From an optimization exercise on the open Yosys and OpenROAD flow, aimed at small area, a short achievable clock period and few clock cycles per item; shortcuts taken in it are not production practice.
Function was checked by simulation only, so behaviour that the tests miss may differ from the original.

## job 101
Design point_transform_2d_core, start of the top module:
module point_transform_2d_core #(
    parameter int COORD_BITS     = 24,
    parameter int TRIG_FRAC_BITS = 15
) (
    input  logic                                     aclk,
    input  logic                                     aresetn,
    input  logic                                     cfg_wr_en,
    input  logic [ptx_pkg::CFG_INDEX_BITS-1:0]       cfg_index,
    input  logic [((COORD_BITS > ptx_pkg::FACTOR_BITS) ? COORD_BITS
                   : ptx_pkg::FACTOR_BITS)-1:0]      cfg_wdata,
    input  logic                                     s_valid,
    output logic                                     s_ready,
    input  logic signed [COORD_BITS-1:0]             s_in_x,
    input  logic signed [COORD_BITS-1:0]             s_in_y,
    output logic                                     m_valid,
    input  logic                                     m_ready,
    output logic signed [COORD_BITS-1:0]             m_out_x,
    output logic signed [COORD_BITS-1:0]             m_out_y,
    output logic                                     m_clipped
);
    localparam int CB = COORD_BITS;
    logic [MODE_BITS-1:0] mode_reg;
    logic signed [CB-1:0] pivot_x_reg, pivot_y_reg, offset_x_reg, offset_y_reg;
    logic [FACTOR_BITS-1:0] factor_x_reg, factor_y_reg;
    logic angle_start, trig_busy, adv, in_load, v2, flip;
    logic signed [16:0] sine, cosine;
    logic [SUM_BITS-9:0] re_s, re_c, im_s, im_c;
    logic re_k, im_k;
    function automatic logic [FACTOR_BITS-1:0] abs_factor(input logic [FACTOR_BITS-1:0] f);
        abs_factor = f[FACTOR_BITS-1] ? FACTOR_BITS'(-f) : f;
    endfunction
  ...
Size: about 130 I/O pins, ~0.083 sq mm of cells after synthesis.
==> flow/config.mk <==
export PLATFORM = sky130hd
export DESIGN_NAME = point_transform_2d_core
export DESIGN_NICKNAME = point_transform_2d_core
export VERILOG_FILES = /design/flow/design.v
export SDC_FILE = /design/flow/constraint.sdc
export NUM_CORES = 4
export LEC_CHECK = 0
export ABC_CLOCK_PERIOD_IN_PS = 3000
export CAP_MARGIN = 20
export CORE_MARGIN = 2
export CORE_UTILIZATION = 60
export SLEW_MARGIN = 20
==> flow/constraint.sdc <==
create_clock -name core_clock -period 14.0 [get_ports {aclk}]
set_input_delay 2.8000 -clock core_clock [delete_from_list [all_inputs] [get_ports {aclk}]]
set_output_delay 2.8000 -clock core_clock [all_outputs]
set_load 0.01 [all_outputs]
standard.sh (not shown) runs the stock make flow with config.mk's settings and CLKGATE_MAP_FILE= SYNTH_SCRIPT=/design/flow/synth_recipe.tcl, a recipe that flattens the netlist after the stock synthesis.
==> flow/flow/run.sh <==
#!/bin/bash
# The standard layout (standard.sh: the standard synthesis and ORFS flow,
# unchanged constraints) with the setup repair asked to leave a margin, so
# that repair_timing also works on paths that already meet the clock.
set -euo pipefail
export SETUP_SLACK_MARGIN=9.0
bash standard.sh > standard.log 2>&1
Job 101 | stages: all done | timing, DRC, antenna: all pass
Testbench counts of job 101, summed over its fixed seeds: cycles 16,920, items 14,130.
The following lists how job 102 was set up differently from job 101:
==> flow/flow/run.sh <==
#!/bin/bash
# The standard layout (standard.sh: the standard synthesis and ORFS flow,
# unchanged constraints) with the setup repair asked to leave a margin, so
# that repair_timing also works on paths that already meet the clock.
set -euo pipefail
export SETUP_SLACK_MARGIN=8.5
bash standard.sh > standard.log 2>&1
[summary]
- The first element of the critical path comes out u_mul_stage.w1[18] in one run and sel2_reg[23] in the other, namely in job 101 and job 102 respectively.
- Worst setup margin: higher on job 101
- Between job 102 and job 101, the met3 wire length does not differ in any meaningful way.
--- input diff job 102..job 103 ---
==> flow/flow/run.sh <==
#!/bin/bash
# The standard layout (standard.sh: the standard synthesis and ORFS flow,
# unchanged constraints) with the setup repair asked to leave a margin, so
# that repair_timing also works on paths that already meet the clock.
set -euo pipefail
export SETUP_SLACK_MARGIN=8.0
bash standard.sh > standard.log 2>&1
==> comparison <==
- Summary — worst-case setup margin in the final layout, job 103 relative to job 102: lower, by 0.26 ns.
- For first-pass GRT wire length, job 103 and job 102 come out practically identical.
## Diff of input files: job 104 against job 103
Settings: CORE_UTILIZATION: 60 -> 66.
==> flow/flow/run.sh <==
#!/bin/bash
# The standard layout (standard.sh: the standard synthesis and ORFS flow,
# unchanged constraints) with the setup repair asked to leave a margin, so
# that repair_timing also works on paths that already meet the clock.
set -euo pipefail
export SETUP_SLACK_MARGIN=9.0
bash standard.sh > standard.log 2>&1
## What came out
- Looking at largest fanout on the critical path, job 104 sits 40 below job 103.
- Summed area of non-filler cells in the final layout for job 104: 1.7% up relative to job 103
- Count of cell instances traversed by the critical path: job 104 vs job 103 down 8
- Compare job 104 and job 103 | time the final worst path needs with I/O delays and setup higher: job 103
- Reported for job 104 and job 103, total number of multi-input combinational cells turned out identical to the last digit.
- Delta(global routing usage on met2, job 104 - job 103) > 0
- From job 104 to job 103, number of hold-slack violations in the final timing report did not move at all.
- On clock network area share, job 103 tracks job 104 almost exactly.
Setup changes, job 104 to job 105
Settings: CORE_UTILIZATION changed from 66 to 60.
==> flow/flow/run.sh <==
#!/bin/bash
# The standard layout (standard.sh: the standard synthesis and ORFS flow,
# unchanged constraints) with the setup repair asked to leave a margin, so
# that repair_timing also works on paths that already meet the clock.
set -euo pipefail
export SETUP_SLACK_MARGIN=9.45
bash standard.sh > standard.log 2>&1
[summary]
The final area in job 105 is 1.05 times that in job 104. [job 105] die area rose about 10% relative to job 104. Going from job 104 to job 105, worst hold slack rose by 0.0040 ns, cell count rose by 3.0%. Job 105 completed; timing, DRC and antenna clean.

========
Starting RTL as in the previous note.
==> flow/config.mk <==
export PLATFORM = sky130hd
export DESIGN_NAME = point_transform_2d_core
export DESIGN_NICKNAME = point_transform_2d_core
export VERILOG_FILES = /design/flow/design.v
export SDC_FILE = /design/flow/constraint.sdc
export NUM_CORES = 4
export LEC_CHECK = 0
export ABC_CLOCK_PERIOD_IN_PS = 3000
export CAP_MARGIN = 20
export CORE_MARGIN = 2
export CORE_UTILIZATION = 60
export SLEW_MARGIN = 20
==> flow/constraint.sdc <==
create_clock -name core_clock -period 14.0 [get_ports {aclk}]
set_input_delay 2.8000 -clock core_clock [delete_from_list [all_inputs] [get_ports {aclk}]]
set_output_delay 2.8000 -clock core_clock [all_outputs]
set_load 0.01 [all_outputs]
==> flow/flow/run.sh <==
#!/bin/bash
# The standard layout (standard.sh: the standard synthesis and ORFS flow,
# unchanged constraints) with the setup repair asked to leave a margin, so
# that repair_timing also works on paths that already meet the clock.
set -euo pipefail
export SETUP_SLACK_MARGIN=9.6
bash standard.sh > standard.log 2>&1
The baseline went through all stages and came out clean.
Testbench counts at the start, summed over its fixed seeds: cycles 16,920, items 14,130.
Then changed:
--- a/flow/flow/run.sh
+++ b/flow/flow/run.sh
@@ -5,3 +5,3 @@
 set -euo pipefail
-export SETUP_SLACK_MARGIN=9.6
+export SETUP_SLACK_MARGIN=9.3
 bash standard.sh > standard.log 2>&1
The new run produced a clean layout.
Routed wire length goes down by a few percent.
Setup slack improves by 17 ps.
Maximum frequency goes up slightly.
Utilization goes down by 2.3 points.
Synthesized area is unchanged.
Final cell count goes down slightly.
Design area goes down by a few percent.
Via count goes down slightly.
Global-route usage goes down by 1.3 points.
First-iteration DRC count goes up by a few percent.
Non-clock buffer count goes down by 90.

-- afterwards: timing with drivers on the ports --
How much do the figures lean on ideal ports? The routed layouts below were timed once more, with nothing changed but the port constraints. Step 1 (the two cells are an assumption about what drives the block):
set clk [get_ports {aclk}]
set_driving_cell -lib_cell sky130_fd_sc_hd__clkbuf_16 $clk
set_driving_cell -lib_cell sky130_fd_sc_hd__buf_2 [delete_from_list [all_inputs] $clk]
Step 2 adds t to the input delays and takes it off the output delays; t is the mean of the earliest and latest rising clock arrival at the registers after step 1. Input paths then give back, and output paths get back, about the clock's delay inside the block. a / b / c = ideal / step 1 / step 2; a / b = the first two.
run	shift t [ns]	setup slack, ns	clock arrival spread, ns	slew at the worst register clock pin (ns)	cell pins on the clock port's net
job 101	0.804	9.019 / 9.019 / 8.540	0.040 / 0.040	0.07 / 0.07	1
job 102	0.804	8.549 / 8.549 / 8.193	0.041 / 0.040	0.07 / 0.07	1
job 103	0.806	8.286 / 8.286 / 7.875	0.040 / 0.040	0.07 / 0.07	1
job 104	0.811	8.971 / 8.971 / 8.473	0.036 / 0.037	0.07 / 0.07	1
job 105	0.816	9.235 / 9.235 / 8.839	0.047 / 0.047	0.08 / 0.08	1
the first run of note 2	0.816	9.167 / 9.167 / 9.050	0.057 / 0.056	0.07 / 0.07	1
the second run of note 2	0.804	9.184 / 9.184 / 8.742	0.040 / 0.041	0.07 / 0.07	1
After both steps every run listed still meets setup and hold. The setup slack of job 104, which loses most, moves by 0.000 ns with the drivers and by -0.498 ns with both steps.
